Context: an optimization exercise on an open-source flow, tuned for small area. The choices shown serve that exercise and are no tape-out recipe. In this exercise RTL edits were held to simulation tests only and were not proved equivalent to the original. Power and IR drop assume default switching activity.

==> trial 37 <==
==> flow/design.v <==
package regfile_pkg;
  localparam int DEFAULT_DATA_W = 32;
  localparam int DEFAULT_ADDR_W = 5;
  localparam int REG_ZERO       = 0;
endpackage
module regfile_scoreboard
#(
  parameter int DEPTH = 32   
) (
  input  logic        clock,
  input  logic        set_en,
  input  logic [4:0]  set_addr,
  input  logic [31:1] keep,
  output logic [31:0] busy
);
  logic [31:1] busy_r;
  logic [31:1] busy_nxt;
  logic [3:0]  lo_n;
  logic [7:0]  hi_n;
  rf_predec_lo #(.N(2)) u_lo (.addr (set_addr[1:0]), .dec_n (lo_n));
  rf_predec #(.N(3)) u_hi (.en (set_en), .addr (set_addr[4:2]), .dec_n (hi_n));
  for (genvar i = 1; i < 32; i++) begin : g_reg
    logic set;
    rf_nor2 u_set (.a (lo_n[i%4]), .b (hi_n[i/4]), .y (set));
    rf_busy_next u_nxt (
      .q    (busy_r[i]),
      .keep (keep[i]),
      .set  (set),
      .d    (busy_nxt[i])
    );
  end
  always_ff @(posedge clock) begin
    busy_r <= busy_nxt;
  end
  assign busy = {busy_r, 1'b0};
endmodule
module rf_busy_next (
  input  logic q,
  input  logic keep,
  input  logic set,
  output logic d
);
  assign d = set | (q & keep);
endmodule
module regfile_sb
#(
  parameter int DATA_W = regfile_pkg::DEFAULT_DATA_W,   
  parameter int ADDR_W = regfile_pkg::DEFAULT_ADDR_W,   
  parameter int NREAD  = 2
) (
  input  logic                    clock,
  input  logic                    reset,
  input  logic                    we,
  input  logic [ADDR_W-1:0]       waddr,
  input  logic [DATA_W-1:0]       wdata,
  input  logic [NREAD*ADDR_W-1:0] raddr,
  output logic [NREAD*DATA_W-1:0] rdata,
  input  logic                    busy_set,
  input  logic [ADDR_W-1:0]       busy_addr,
  output logic [NREAD-1:0]        pending,
  output logic                    stall
);
  localparam int DEPTH = 2**ADDR_W;
  logic              phase_r;
  logic [DATA_W-1:0] mem_r   [DEPTH-1:1];
  logic [DATA_W-1:0] mem_nxt [DEPTH-1:1];
  logic [DEPTH-1:0]  busy_s;
  logic [DEPTH-1:1]  ld;
  logic [DEPTH-1:1]  ld_n;
  logic [DEPTH-1:1]  keep;
  logic [DATA_W-1:0] wbus;
  logic              wr_en;
  logic              set_en;
  assign wr_en = we & ~reset;
  rf_onehot_dec u_wdec (
    .en   (wr_en),
    .addr (waddr),
    .reset(reset),
    .ld   (ld),
    .ld_n (ld_n),
    .keep (keep)
  );
  for (genvar b = 0; b < DATA_W; b++) begin : g_wbus
    logic wbus_n;
    rf_xnor2 u_x   (.a (wdata[b]), .b (phase_r), .y (wbus_n));
    rf_inv   u_drv (.a (wbus_n), .y (wbus[b]));
  end
  always_ff @(posedge clock) begin
    phase_r <= ~(phase_r | reset);
  end
  for (genvar i = 1; i < DEPTH; i++) begin : g_word
    for (genvar b = 0; b < DATA_W; b++) begin : g_bit
      rf_bit_next u_nxt (
        .q    (mem_r[i][b]),
        .ld   (ld[i]),
        .ld_n (ld_n[i]),
        .wbus (wbus[b]),
        .d    (mem_nxt[i][b])
      );
    end
  end
  always_ff @(posedge clock) begin
    for (int i = 1; i < DEPTH; i++) begin
      mem_r[i] <= mem_nxt[i];
    end
  end
  assign set_en = busy_set & ~reset;
  regfile_scoreboard #(
    .DEPTH (DEPTH)
  ) u_scoreboard (
    .clock    (clock),
    .set_en   (set_en),
    .set_addr (busy_addr),
    .keep     (keep),
    .busy     (busy_s)
  );
  for (genvar p = 0; p < NREAD; p++) begin : g_port
    logic [DEPTH-1:1] sel;
    logic             flip;
    rf_read_dec u_dec (
      .addr  (raddr[p*ADDR_W +: ADDR_W]),
      .phase (phase_r),
      .sel   (sel),
      .flip  (flip)
    );
    for (genvar b = 0; b <= DATA_W; b++) begin : g_bit
      logic [DEPTH-1:1] col;
      logic             raw;
      for (genvar i = 1; i < DEPTH; i++) begin : g_col
        if (b < DATA_W) begin : g_d
          assign col[i] = mem_r[i][b];
        end else begin : g_p
          assign col[i] = busy_s[i];
        end
      end
      if (b < DATA_W) begin : g_od
        logic raw_n;
        rf_read_bit_n u_rd (
          .sel   (sel),
          .col   (col),
          .out_n (raw_n)
        );
        rf_xnor2 u_flip (.a (raw_n), .b (flip), .y (rdata[p*DATA_W + b]));
      end else begin : g_op
        rf_read_bit u_rd (
          .sel (sel),
          .col (col),
          .out (raw)
        );
        assign pending[p] = raw;
      end
    end
  end
  assign stall = |pending;
endmodule
module rf_onehot_dec (
  input  logic        en,
  input  logic [4:0]  addr,
  input  logic        reset,
  output logic [31:1] ld,
  output logic [31:1] ld_n,
  output logic [31:1] keep
);
  logic [3:0] lo_n;
  logic [7:0] hi_n;
  rf_predec_lo #(.N(2)) u_lo (.addr (addr[1:0]), .dec_n (lo_n));
  rf_predec #(.N(3)) u_hi (.en (en),   .addr (addr[4:2]), .dec_n (hi_n));
  for (genvar i = 1; i < 32; i++) begin : g_reg
    logic w;
    rf_nor2 u_w    (.a (lo_n[i%4]), .b (hi_n[i/4]), .y (w));
    rf_inv  u_ld_n (.a (w), .y (ld_n[i]));
    rf_nor2 u_keep (.a (w), .b (reset), .y (keep[i]));
    rf_inv  u_ld   (.a (keep[i]), .y (ld[i]));
  end
endmodule
module rf_read_dec (
  input  logic [4:0]  addr,
  input  logic        phase,
  output logic [31:1] sel,
  output logic        flip
);
  logic [3:0] lo;
  logic [7:0] hi;
  logic       flip_n;
  rf_predec_hi #(.N(2)) u_lo (.addr (addr[1:0]), .dec (lo));
  rf_predec_hi #(.N(3)) u_hi (.addr (addr[4:2]), .dec (hi));
  for (genvar i = 1; i < 32; i++) begin : g_reg
    logic s_n;
    rf_nand2 u_s   (.a ({lo[i%4], hi[i/4]}), .y (s_n));
    rf_inv   u_drv (.a (s_n), .y (sel[i]));
  end
  rf_flip u_flip (.addr (addr), .phase (phase), .flip_n (flip_n));
  rf_inv  u_fdrv (.a (flip_n), .y (flip));
endmodule
module rf_predec
#(
  parameter int N = 2
) (
  input  logic          en,
  input  logic [N-1:0]  addr,
  output logic [2**N-1:0] dec_n
);
  always_comb begin
    for (int k = 0; k < 2**N; k++) begin
      dec_n[k] = ~(en & (addr == N'(k)));
    end
  end
endmodule
module rf_predec_lo
#(
  parameter int N = 2
) (
  input  logic [N-1:0]    addr,
  output logic [2**N-1:0] dec_n
);
  always_comb begin
    for (int k = 0; k < 2**N; k++) begin
      dec_n[k] = (addr != N'(k));
    end
  end
endmodule
module rf_predec_hi
#(
  parameter int N = 2
) (
  input  logic [N-1:0]    addr,
  output logic [2**N-1:0] dec
);
  always_comb begin
    for (int k = 0; k < 2**N; k++) begin
      dec[k] = (addr == N'(k));
    end
  end
endmodule
module rf_flip (
  input  logic [4:0] addr,
  input  logic       phase,
  output logic       flip_n
);
  assign flip_n = ~(phase & (|addr));
endmodule
module rf_bit_next (
  input  logic q,
  input  logic ld,
  input  logic ld_n,
  input  logic wbus,
  output logic d
);
  assign d = ~((q | ld) & (wbus | ld_n));
endmodule
module rf_read_bit (
  input  logic [31:1] sel,
  input  logic [31:1] col,
  output logic        out
);
  logic [10:0] grp_n;
  logic [2:0]  part;
  for (genvar g = 0; g < 10; g++) begin : g_grp
    rf_aoi3 u_aoi (
      .s   (sel[3*g+1 +: 3]),
      .d   (col[3*g+1 +: 3]),
      .y_n (grp_n[g])
    );
  end
  rf_nand2 u_lone (.a ({sel[31], col[31]}), .y (grp_n[10]));
  rf_nand4 u_p0 (.a (grp_n[3:0]), .y (part[0]));
  rf_nand4 u_p1 (.a (grp_n[7:4]), .y (part[1]));
  rf_nand3 u_p2 (.a (grp_n[10:8]), .y (part[2]));
  rf_or3   u_fin (.a (part), .y (out));
endmodule
module rf_read_bit_n (
  input  logic [31:1] sel,
  input  logic [31:1] col,
  output logic        out_n
);
  logic [10:0] grp_n;
  logic [2:0]  part;
  for (genvar g = 0; g < 10; g++) begin : g_grp
    rf_aoi3 u_aoi (
      .s   (sel[3*g+1 +: 3]),
      .d   (col[3*g+1 +: 3]),
      .y_n (grp_n[g])
    );
  end
  rf_nand2 u_lone (.a ({sel[31], col[31]}), .y (grp_n[10]));
  rf_nand4 u_p0 (.a (grp_n[3:0]), .y (part[0]));
  rf_nand4 u_p1 (.a (grp_n[7:4]), .y (part[1]));
  rf_nand3 u_p2 (.a (grp_n[10:8]), .y (part[2]));
  rf_nor3  u_fin (.a (part), .y (out_n));
endmodule
module rf_nor3 (
  input  logic [2:0] a,
  output logic       y
);
  assign y = ~|a;
endmodule
module rf_aoi3 (
  input  logic [2:0] s,
  input  logic [2:0] d,
  output logic       y_n
);
  assign y_n = ~|(s & d);
endmodule
module rf_nand4 (
  input  logic [3:0] a,
  output logic       y
);
  assign y = ~&a;
endmodule
module rf_nand3 (
  input  logic [2:0] a,
  output logic       y
);
  assign y = ~&a;
endmodule
module rf_nand2 (
  input  logic [1:0] a,
  output logic       y
);
  assign y = ~&a;
endmodule
module rf_or3 (
  input  logic [2:0] a,
  output logic       y
);
  assign y = |a;
endmodule
module rf_nor2 (
  input  logic a,
  input  logic b,
  output logic y
);
  assign y = ~(a | b);
endmodule
module rf_xor2 (
  input  logic a,
  input  logic b,
  output logic y
);
  assign y = a ^ b;
endmodule
module rf_xnor2 (
  input  logic a,
  input  logic b,
  output logic y
);
  assign y = ~(a ^ b);
endmodule
module rf_inv (
  input  logic a,
  output logic y
);
  assign y = ~a;
endmodule
==> flow/flow/run.sh <==
#!/bin/bash
# Layout flow: the standard flow (standard.sh: unchanged synthesis,
# floorplan, power grid, placement, CTS and routing) with these changes:
#  - the input and output port buffers are the library's smallest buffer
#    (buf_1) rather than the delay buffer the resizer picks by default;
#  - after floorplan, post_floorplan.tcl sets the read trees' last NOR3s to
#    the single-strength nor3_1 (synthesis picks nor3_2);
#  - timing-driven global placement does not keep its trial buffering
#    (GPL_KEEP_OVERFLOW=0); instead pre_resize.tcl sizes the inverters (inv_2) that
#    drive the wide-fanout nets before the usual repair_design;
#  - CTS builds a clustered tree (24 sinks, 100 um) from buf_12 cells, which
#    drive about as well as clkbuf_16 in less area, and adds no dummy loads.
# Runs in the standard flow's work folder; make's full output goes to standard_flow.log,
# and ORFS keeps each step's log under orfs/logs/.
set -euo pipefail
here=$(pwd)
bash standard.sh \
  "BUFFER_PORTS_ARGS=-buffer_cell sky130_fd_sc_hd__buf_1" \
  "POST_FLOORPLAN_TCL=$here/flow/post_floorplan.tcl" \
  "GPL_KEEP_OVERFLOW=0" \
  "PRE_RESIZE_TCL=$here/flow/pre_resize.tcl" \
  "CTS_ARGS=-sink_clustering_enable -repair_clock_nets -sink_clustering_size 24 -sink_clustering_max_diameter 100 -buf_list sky130_fd_sc_hd__buf_12 -dont_use_dummy_load" \
  finish > standard_flow.log 2>&1
test -s out/final.def
==> flow/flow/post_floorplan.tcl <==
# After floorplan: synthesis maps each lone NOR3 to the double-strength
# nor3_2; the NOR3s here each drive a single gate input, so use nor3_1.
# The placement repair that follows upsizes any that need more drive.
set n_dn 0
foreach inst [get_cells -filter "ref_name==sky130_fd_sc_hd__nor3_2"] {
  replace_cell $inst sky130_fd_sc_hd__nor3_1
  incr n_dn
}
puts "post_floorplan: downsized $n_dn nor3 cells"
==> flow/flow/pre_resize.tcl <==
# Before repair_design: give the inverters that drive a wide fanout (the
# read selects, load enables and write bus) the drive they need, so the
# repair does not have to add buffers after them.
set n_up 0
foreach inst [get_cells -filter "ref_name==sky130_fd_sc_hd__inv_1"] {
  set out [get_pins -of_objects $inst -filter "direction==output"]
  set net [get_nets -of_objects $out]
  set fo [llength [get_pins -of_objects $net -filter "direction==input"]]
  if {$fo >= 8} {
    replace_cell $inst sky130_fd_sc_hd__inv_2
    incr n_up
  }
}
puts "pre_resize: upsized $n_up wide-fanout inverters"
==> flow/standard.sh <==
#!/bin/bash
# synth_recipe.tcl (not shown) runs the flow's synth.tcl, then flattens the netlist and writes it again
# the make line also repeats each setting of config.mk as NAME=value (left out here)
make -C /OpenROAD-flow-scripts/flow DESIGN_CONFIG=/design/flow/config.mk WORK_HOME=/design/flow/orfs CLKGATE_MAP_FILE= SYNTH_SCRIPT=/design/flow/synth_recipe.tcl "${@:-finish}"
==> flow/config.mk <==
export PLATFORM = sky130hd
export DESIGN_NAME = regfile_sb
export DESIGN_NICKNAME = regfile_sb
export VERILOG_FILES = /design/flow/design.v
export SDC_FILE = /design/flow/constraint.sdc
export NUM_CORES = 8
export LEC_CHECK = 0
export CAP_MARGIN = 20
export CORE_MARGIN = 2
export CORE_UTILIZATION = 45
export SLEW_MARGIN = 20
export SYNTH_HIERARCHICAL = 1
export SYNTH_MINIMUM_KEEP_SIZE = 0
==> flow/constraint.sdc <==
create_clock -name core_clock -period 7.0 [get_ports {clock}]
set_input_delay 1.4000 -clock core_clock [delete_from_list [all_inputs] [get_ports {clock}]]
set_output_delay 1.4000 -clock core_clock [all_outputs]
set_load 0.01 [all_outputs]
==> trial 59 (differences from trial 37) <==
==> flow/design.v, changed modules only <==
module regfile_sb
#(
  parameter int DATA_W = regfile_pkg::DEFAULT_DATA_W,   
  parameter int ADDR_W = regfile_pkg::DEFAULT_ADDR_W,   
  parameter int NREAD  = 2
) (
  input  logic                    clock,
  input  logic                    reset,
  input  logic                    we,
  input  logic [ADDR_W-1:0]       waddr,
  input  logic [DATA_W-1:0]       wdata,
  input  logic [NREAD*ADDR_W-1:0] raddr,
  output logic [NREAD*DATA_W-1:0] rdata,
  input  logic                    busy_set,
  input  logic [ADDR_W-1:0]       busy_addr,
  output logic [NREAD-1:0]        pending,
  output logic                    stall
);
  localparam int DEPTH = 2**ADDR_W;
  logic              phase_r;
  logic [DATA_W-1:0] mem_r   [DEPTH-1:1];
  logic [DATA_W-1:0] mem_nxt [DEPTH-1:1];
  logic [DEPTH-1:0]  busy_s;
  logic [DEPTH-1:1]  ld;
  logic [DEPTH-1:1]  ld_n;
  logic [DEPTH-1:1]  keep;
  logic [DATA_W-1:0] wbus;
  logic              wr_en;
  logic              set_en;
  assign wr_en = we & ~reset;
  rf_onehot_dec u_wdec (
    .en   (wr_en),
    .addr (waddr),
    .reset(reset),
    .ld   (ld),
    .ld_n (ld_n),
    .keep (keep)
  );
  for (genvar b = 0; b < DATA_W; b++) begin : g_wbus
    logic wbus_n;
    rf_xnor2 u_x   (.a (wdata[b]), .b (phase_r), .y (wbus_n));
    rf_inv   u_drv (.a (wbus_n), .y (wbus[b]));
  end
  always_ff @(posedge clock) begin
    phase_r <= ~(phase_r | reset);
  end
  for (genvar i = 1; i < DEPTH; i++) begin : g_word
    for (genvar b = 0; b < DATA_W; b++) begin : g_bit
      rf_bit_next u_nxt (
        .q    (mem_r[i][b]),
        .ld   (ld[i]),
        .ld_n (ld_n[i]),
        .wbus (wbus[b]),
        .d    (mem_nxt[i][b])
      );
    end
  end
  always_ff @(posedge clock) begin
    for (int i = 1; i < DEPTH; i++) begin
      mem_r[i] <= mem_nxt[i];
    end
  end
  assign set_en = busy_set & ~reset;
  regfile_scoreboard #(
    .DEPTH (DEPTH)
  ) u_scoreboard (
    .clock    (clock),
    .set_en   (set_en),
    .set_addr (busy_addr),
    .keep     (keep),
    .busy     (busy_s)
  );
  for (genvar p = 0; p < NREAD; p++) begin : g_port
    logic [DEPTH-1:1] sel;
    logic             flip;
    rf_read_dec u_dec (
      .addr  (raddr[p*ADDR_W +: ADDR_W]),
      .phase (phase_r),
      .sel   (sel),
      .flip  (flip)
    );
    for (genvar b = 0; b <= DATA_W; b++) begin : g_bit
      logic [DEPTH-1:1] col;
      logic             raw;
      for (genvar i = 1; i < DEPTH; i++) begin : g_col
        if (b < DATA_W) begin : g_d
          assign col[i] = mem_r[i][b];
        end else begin : g_p
          assign col[i] = busy_s[i];
        end
      end
      rf_read_bit u_rd (
        .sel (sel),
        .col (col),
        .out (raw)
      );
      if (b < DATA_W) begin : g_od
        rf_xor2 u_flip (.a (raw), .b (flip), .y (rdata[p*DATA_W + b]));
      end else begin : g_op
        assign pending[p] = raw;
      end
    end
  end
  assign stall = |pending;
endmodule
// module rf_read_bit_n removed
// module rf_nor3 removed
==> flow/run.sh (new file) <==
#!/bin/bash
# synth_recipe.tcl (not shown) runs the flow's synth.tcl, then flattens the netlist and writes it again
# the make line also repeats each setting of config.mk as NAME=value (left out here)
make -C /OpenROAD-flow-scripts/flow DESIGN_CONFIG=/design/flow/config.mk WORK_HOME=/design/flow/orfs CLKGATE_MAP_FILE= SYNTH_SCRIPT=/design/flow/synth_recipe.tcl finish
Settings changed: CTS_CLUSTER_DIAMETER set to 100, CTS_CLUSTER_SIZE set to 24, SETUP_SLACK_MARGIN set to 0.15.
removed: flow/flow/run.sh
removed: flow/flow/post_floorplan.tcl
removed: flow/flow/pre_resize.tcl
removed: flow/standard.sh
==> trial 80 (differences from trial 37) <==
==> flow/design.v, changed modules only <==
module regfile_scoreboard
#(
  parameter int DEPTH = 32   
) (
  input  logic        clock,
  input  logic        set_en,
  input  logic [4:0]  set_addr,
  input  logic [31:1] keep,
  output logic [31:0] busy
);
  logic [31:1] busy_r;
  logic [31:1] busy_nxt;
  logic [3:0]  lo_n;
  logic [7:0]  hi_n;
  rf_predec_lo u_lo (.addr (set_addr[1:0]), .dec_n (lo_n));
  rf_predec u_hi (.en (set_en), .addr (set_addr[4:2]), .dec_n (hi_n));
  for (genvar i = 1; i < 32; i++) begin : g_reg
    logic set;
    rf_nor2 u_set (.a (lo_n[i%4]), .b (hi_n[i/4]), .y (set));
    rf_busy_next u_nxt (
      .q    (busy_r[i]),
      .keep (keep[i]),
      .set  (set),
      .d    (busy_nxt[i])
    );
  end
  always_ff @(posedge clock) begin
    busy_r <= busy_nxt;
  end
  assign busy = {busy_r, 1'b0};
endmodule
module rf_onehot_dec (
  input  logic        en,
  input  logic [4:0]  addr,
  input  logic        reset,
  output logic [31:1] ld,
  output logic [31:1] ld_n,
  output logic [31:1] keep
);
  logic [3:0] lo_n;
  logic [7:0] hi_n;
  rf_predec_lo u_lo (.addr (addr[1:0]), .dec_n (lo_n));
  rf_predec u_hi (.en (en), .addr (addr[4:2]), .dec_n (hi_n));
  for (genvar i = 1; i < 32; i++) begin : g_reg
    logic w;
    rf_nor2 u_w    (.a (lo_n[i%4]), .b (hi_n[i/4]), .y (w));
    rf_inv  u_ld_n (.a (w), .y (ld_n[i]));
    rf_nor2 u_keep (.a (w), .b (reset), .y (keep[i]));
    rf_inv  u_ld   (.a (keep[i]), .y (ld[i]));
  end
endmodule
module rf_read_dec (
  input  logic [4:0]  addr,
  input  logic        phase,
  output logic [31:1] sel,
  output logic        flip
);
  logic [3:0] lo;
  logic [7:0] hi;
  logic       flip_n;
  rf_predec_hi2 u_lo (.addr (addr[1:0]), .dec (lo));
  rf_predec_hi3 u_hi (.addr (addr[4:2]), .dec (hi));
  for (genvar i = 1; i < 32; i++) begin : g_reg
    logic s_n;
    rf_nand2 u_s   (.a ({lo[i%4], hi[i/4]}), .y (s_n));
    rf_inv   u_drv (.a (s_n), .y (sel[i]));
  end
  logic nz;
  rf_nand2 u_nz   (.a ({lo[0], hi[0]}), .y (nz));
  rf_nand2 u_flip (.a ({phase, nz}), .y (flip_n));
  rf_inv   u_fdrv (.a (flip_n), .y (flip));
endmodule
module rf_predec (
  input  logic       en,
  input  logic [2:0] addr,
  output logic [7:0] dec_n
);
  logic [2:0] addr_n;
  for (genvar j = 0; j < 3; j++) begin : g_inv
    rf_inv u_inv (.a (addr[j]), .y (addr_n[j]));
  end
  for (genvar k = 0; k < 8; k++) begin : g_out
    rf_nand4 u_nand (
      .a ({en,
           k[2] ? addr[2] : addr_n[2],
           k[1] ? addr[1] : addr_n[1],
           k[0] ? addr[0] : addr_n[0]}),
      .y (dec_n[k])
    );
  end
endmodule
module rf_predec_lo (
  input  logic [1:0] addr,
  output logic [3:0] dec_n
);
  logic [1:0] addr_n;
  for (genvar j = 0; j < 2; j++) begin : g_inv
    rf_inv u_inv (.a (addr[j]), .y (addr_n[j]));
  end
  for (genvar k = 0; k < 4; k++) begin : g_out
    rf_nand2 u_nand (
      .a ({k[1] ? addr[1] : addr_n[1], k[0] ? addr[0] : addr_n[0]}),
      .y (dec_n[k])
    );
  end
endmodule
module rf_predec_hi2 (
  input  logic [1:0] addr,
  output logic [3:0] dec
);
  logic [1:0] addr_n;
  for (genvar j = 0; j < 2; j++) begin : g_inv
    rf_inv u_inv (.a (addr[j]), .y (addr_n[j]));
  end
  for (genvar k = 0; k < 4; k++) begin : g_out
    rf_nor2 u_nor (
      .a (k[1] ? addr_n[1] : addr[1]),
      .b (k[0] ? addr_n[0] : addr[0]),
      .y (dec[k])
    );
  end
endmodule
module rf_predec_hi3 (
  input  logic [2:0] addr,
  output logic [7:0] dec
);
  logic [2:0] addr_n;
  for (genvar j = 0; j < 3; j++) begin : g_inv
    rf_inv u_inv (.a (addr[j]), .y (addr_n[j]));
  end
  for (genvar k = 0; k < 8; k++) begin : g_out
    rf_nor3 u_nor (
      .a ({k[2] ? addr_n[2] : addr[2],
           k[1] ? addr_n[1] : addr[1],
           k[0] ? addr_n[0] : addr[0]}),
      .y (dec[k])
    );
  end
endmodule
// module rf_predec_hi removed
// module rf_flip removed
==> trial 43 (differences from trial 37) <==
==> flow/design.v, changed modules only <==
module regfile_scoreboard
#(
  parameter int DEPTH = 32   
) (
  input  logic        clock,
  input  logic        set_en,
  input  logic [4:0]  set_addr,
  input  logic [31:1] keep,
  output logic [31:0] busy
);
  logic [31:1] busy_r;
  logic [31:1] busy_nxt;
  logic [3:0]  lo_n;
  logic [7:0]  hi_n;
  rf_predec #(.N(2)) u_lo (.en (1'b1),   .addr (set_addr[1:0]), .dec_n (lo_n));
  rf_predec #(.N(3)) u_hi (.en (set_en), .addr (set_addr[4:2]), .dec_n (hi_n));
  for (genvar i = 1; i < 32; i++) begin : g_reg
    logic set;
    rf_nor2 u_set (.a (lo_n[i%4]), .b (hi_n[i/4]), .y (set));
    rf_busy_next u_nxt (
      .q    (busy_r[i]),
      .keep (keep[i]),
      .set  (set),
      .d    (busy_nxt[i])
    );
  end
  always_ff @(posedge clock) begin
    busy_r <= busy_nxt;
  end
  assign busy = {busy_r, 1'b0};
endmodule
module regfile_sb
#(
  parameter int DATA_W = regfile_pkg::DEFAULT_DATA_W,   
  parameter int ADDR_W = regfile_pkg::DEFAULT_ADDR_W,   
  parameter int NREAD  = 2
) (
  input  logic                    clock,
  input  logic                    reset,
  input  logic                    we,
  input  logic [ADDR_W-1:0]       waddr,
  input  logic [DATA_W-1:0]       wdata,
  input  logic [NREAD*ADDR_W-1:0] raddr,
  output logic [NREAD*DATA_W-1:0] rdata,
  input  logic                    busy_set,
  input  logic [ADDR_W-1:0]       busy_addr,
  output logic [NREAD-1:0]        pending,
  output logic                    stall
);
  localparam int DEPTH = 2**ADDR_W;
  logic              phase_r;
  logic [DATA_W-1:0] mem_r   [DEPTH-1:1];
  logic [DATA_W-1:0] mem_nxt [DEPTH-1:1];
  logic [DEPTH-1:0]  busy_s;
  logic [DEPTH-1:1]  ld;
  logic [DEPTH-1:1]  ld_n;
  logic [DEPTH-1:1]  keep;
  logic [DATA_W-1:0] wbus;
  logic              wr_en;
  logic              set_en;
  assign wr_en = we & ~reset;
  rf_onehot_dec u_wdec (
    .en   (wr_en),
    .addr (waddr),
    .reset(reset),
    .ld   (ld),
    .ld_n (ld_n),
    .keep (keep)
  );
  for (genvar b = 0; b < DATA_W; b++) begin : g_wbus
    logic wbus_n;
    rf_xnor2 u_x   (.a (wdata[b]), .b (phase_r), .y (wbus_n));
    rf_inv   u_drv (.a (wbus_n), .y (wbus[b]));
  end
  always_ff @(posedge clock) begin
    phase_r <= ~(phase_r | reset);
  end
  for (genvar i = 1; i < DEPTH; i++) begin : g_word
    for (genvar b = 0; b < DATA_W; b++) begin : g_bit
      rf_bit_next u_nxt (
        .q    (mem_r[i][b]),
        .ld   (ld[i]),
        .ld_n (ld_n[i]),
        .wbus (wbus[b]),
        .d    (mem_nxt[i][b])
      );
    end
  end
  always_ff @(posedge clock) begin
    for (int i = 1; i < DEPTH; i++) begin
      mem_r[i] <= mem_nxt[i];
    end
  end
  assign set_en = busy_set & ~reset;
  regfile_scoreboard #(
    .DEPTH (DEPTH)
  ) u_scoreboard (
    .clock    (clock),
    .set_en   (set_en),
    .set_addr (busy_addr),
    .keep     (keep),
    .busy     (busy_s)
  );
  for (genvar p = 0; p < NREAD; p++) begin : g_port
    logic [DEPTH-1:1] sel;
    logic             flip;
    rf_read_dec u_dec (
      .addr  (raddr[p*ADDR_W +: ADDR_W]),
      .phase (phase_r),
      .sel   (sel),
      .flip  (flip)
    );
    for (genvar b = 0; b <= DATA_W; b++) begin : g_bit
      logic [DEPTH-1:1] col;
      logic             raw;
      for (genvar i = 1; i < DEPTH; i++) begin : g_col
        if (b < DATA_W) begin : g_d
          assign col[i] = mem_r[i][b];
        end else begin : g_p
          assign col[i] = busy_s[i];
        end
      end
      rf_read_bit u_rd (
        .sel (sel),
        .col (col),
        .out (raw)
      );
      if (b < DATA_W) begin : g_od
        rf_xor2 u_flip (.a (raw), .b (flip), .y (rdata[p*DATA_W + b]));
      end else begin : g_op
        assign pending[p] = raw;
      end
    end
  end
  assign stall = |pending;
endmodule
module rf_onehot_dec (
  input  logic        en,
  input  logic [4:0]  addr,
  input  logic        reset,
  output logic [31:1] ld,
  output logic [31:1] ld_n,
  output logic [31:1] keep
);
  logic [3:0] lo_n;
  logic [7:0] hi_n;
  rf_predec #(.N(2)) u_lo (.en (1'b1), .addr (addr[1:0]), .dec_n (lo_n));
  rf_predec #(.N(3)) u_hi (.en (en),   .addr (addr[4:2]), .dec_n (hi_n));
  for (genvar i = 1; i < 32; i++) begin : g_reg
    logic w;
    rf_nor2 u_w    (.a (lo_n[i%4]), .b (hi_n[i/4]), .y (w));
    rf_inv  u_ld_n (.a (w), .y (ld_n[i]));
    rf_nor2 u_keep (.a (w), .b (reset), .y (keep[i]));
    rf_inv  u_ld   (.a (keep[i]), .y (ld[i]));
  end
endmodule
// module rf_predec_lo removed
// module rf_read_bit_n removed
// module rf_nor3 removed
==> flow/flow/run.sh (replaced) <==
#!/bin/bash
# Layout flow: the standard flow (standard.sh: unchanged synthesis,
# floorplan, power grid, placement, CTS and routing) with these changes:
#  - the input and output port buffers are the library's smallest buffer
#    (buf_1) rather than the delay buffer the resizer picks by default;
#  - timing-driven global placement does not keep its trial buffering
#    (GPL_KEEP_OVERFLOW=0); instead pre_resize.tcl sizes the inverters that
#    drive the wide-fanout nets before the usual repair_design;
#  - CTS builds a clustered tree (26 sinks, 100 um) without dummy loads.
# Runs in the standard flow's work folder; make's full output goes to standard_flow.log,
# and ORFS keeps each step's log under orfs/logs/.
set -euo pipefail
here=$(pwd)
bash standard.sh \
  "BUFFER_PORTS_ARGS=-buffer_cell sky130_fd_sc_hd__buf_1" \
  "GPL_KEEP_OVERFLOW=0" \
  "PRE_RESIZE_TCL=$here/flow/pre_resize.tcl" \
  "CTS_ARGS=-sink_clustering_enable -repair_clock_nets -sink_clustering_size 26 -sink_clustering_max_diameter 100 -dont_use_dummy_load" \
  finish > standard_flow.log 2>&1
test -s out/final.def
--- a/flow/flow/pre_resize.tcl
+++ b/flow/flow/pre_resize.tcl
@@ -7,7 +7,7 @@
   set net [get_nets -of_objects $out]
   set fo [llength [get_pins -of_objects $net -filter "direction==input"]]
   if {$fo >= 8} {
-    replace_cell $inst sky130_fd_sc_hd__inv_2
+    replace_cell $inst sky130_fd_sc_hd__inv_4
     incr n_up
   }
 }
Settings changed: CTS_CLUSTER_DIAMETER set to 100, CTS_CLUSTER_SIZE set to 24.
removed: flow/flow/post_floorplan.tcl
==> summary.log <==
qor: cells_and_area.seqCellArea 20500 sq um
qor: sta.share_of_the_clock_period_used_by_the_worst_path_after_layout 84.8%
qor: route.via_count 39710
qor: cells_and_area.nonClkBufAreaFrac 1.15%
qor: worst_setup_path.timing.critical_path.fanout_max 33
qor: sta.setup_ws 1.06 ns
qor: outcome.run_status no timing/DRC/antenna violations
qor: sta.max_clock_freq 168 MHz
qor: worst_setup_path.critical_path.most_common_cell sky130_fd_sc_hd__buf_1
qor: worst_setup_path.slack_of_the_worst_reg_to_reg_path 4.90 ns
qor: grt.groute.layer.met1.usage 49.7%
qor: power_and_ir_drop.seq_power 6.63 mW
qor: route.detail_route.first_pass.iterations 14
qor: cts.cts-root-buf sky130_fd_sc_hd__buf_12
That was trial 80.
==> summary.log <==
qor: grt.groute.layer.met1.usage 52.4%
qor: worst_setup_path.slack_of_the_worst_reg_to_reg_path 4.43 ns
qor: cts.cts-root-buf sky130_fd_sc_hd__clkbuf_16
qor: cells_and_area.seqCellArea 20500 sq um
qor: route.via_count 40349
qor: worst_setup_path.timing.critical_path.fanout_max 18
qor: route.met1_length 66600 um
qor: cells_and_area.nonClkBufAreaFrac 6.51%
qor: route.detail_route.first_pass.iterations 13
qor: sta.max_clock_freq 146 MHz
qor: outcome.run_status no timing/DRC/antenna violations
qor: power_and_ir_drop.seq_power 6.64 mW
qor: sta.setup_ws 0.150 ns
That was trial 59.
==> summary.log <==
qor: sta.setup_ws 0.672 ns
qor: route.detail_route.first_pass.iterations 15
qor: worst_setup_path.slack_of_the_worst_reg_to_reg_path 4.92 ns
qor: outcome.run_status no timing/DRC/antenna violations
qor: sta.max_clock_freq 158 MHz
qor: cells_and_area.nonClkBufAreaFrac 1.13%
qor: cells_and_area.n_multi_input_combinational_cell 2320
qor: cts.cts-root-buf sky130_fd_sc_hd__buf_12
qor: power_and_ir_drop.p_clk 3.01 mW
qor: worst_setup_path.critical_path.most_common_cell sky130_fd_sc_hd__buf_1
qor: power_and_ir_drop.seq_power 6.63 mW
qor: worst_setup_path.timing.critical_path.fanout_max 33
qor: sta.share_of_the_clock_period_used_by_the_worst_path_after_layout 90.4%
qor: cells_and_area.seqCellArea 20500 sq um
qor: route.via_count 39602
That was trial 37.
==> summary.log <==
qor: route.via_count 40092
qor: worst_setup_path.timing.critical_path.fanout_max 33
qor: sta.max_clock_freq 174 MHz
qor: power_and_ir_drop.vdd_ir_drop_max 0.242 mV
qor: job.cap_violations 0
qor: grt.groute.layer.met1.usage 52.4%
qor: route.route.detailed.vias_per_inst 8.41
qor: worst_setup_path.critical_path.most_common_cell sky130_fd_sc_hd__buf_1
qor: worst_setup_path.slack_of_the_worst_reg_to_reg_path 5.00 ns
qor: cells_and_area.seqCellArea 20500 sq um
qor: outcome.run_status no timing/DRC/antenna violations
qor: route.detail_route.first_pass.iterations 13
qor: cells_and_area.nonClkBufAreaFrac 1.16%
qor: cells_and_area.number_of_non_clock_inverters_in_the_layout 158
qor: sta.share_of_the_clock_period_used_by_the_worst_path_after_layout 82.0%
qor: sta.setup_ws 1.26 ns
qor: power_and_ir_drop.seq_power 6.60 mW
That was trial 43.

[afterwards: timing with drivers on the ports]
Ports are ideal in the flow. The routed layouts listed here were re-timed in OpenROAD. Step 1, drivers: a clkbuf_16 drives clock and a buf_2 each remaining input, both assumed. Step 2 times the ports against the registers' clock, not the clock port: input delays grow and output delays shrink by t, the midpoint of the rising clock arrivals with the driver on. Three values: ideal ports, drivers, drivers and shift; two values: the first two.
run	shift t [ns]	slack for setup (ns)	worst hold slack (ns)	worst setup path after step 2
trial 37	0.662	0.672 / 0.650 / 0.650	0.472 / 0.472 / 0.472	input to output
trial 59	0.716	0.150 / 0.127 / 0.127	0.404 / 0.404 / 0.404	input to output
trial 80	0.648	1.064 / 1.030 / 1.030	0.471 / 0.471 / 0.471	input to output
trial 43	0.712	1.263 / 1.225 / 1.225	0.471 / 0.471 / 0.471	input to output
After both steps setup and hold are still met in every run listed. The setup slack of trial 43, which loses most, moves by -0.038 ns with the drivers and by -0.038 ns with both steps.
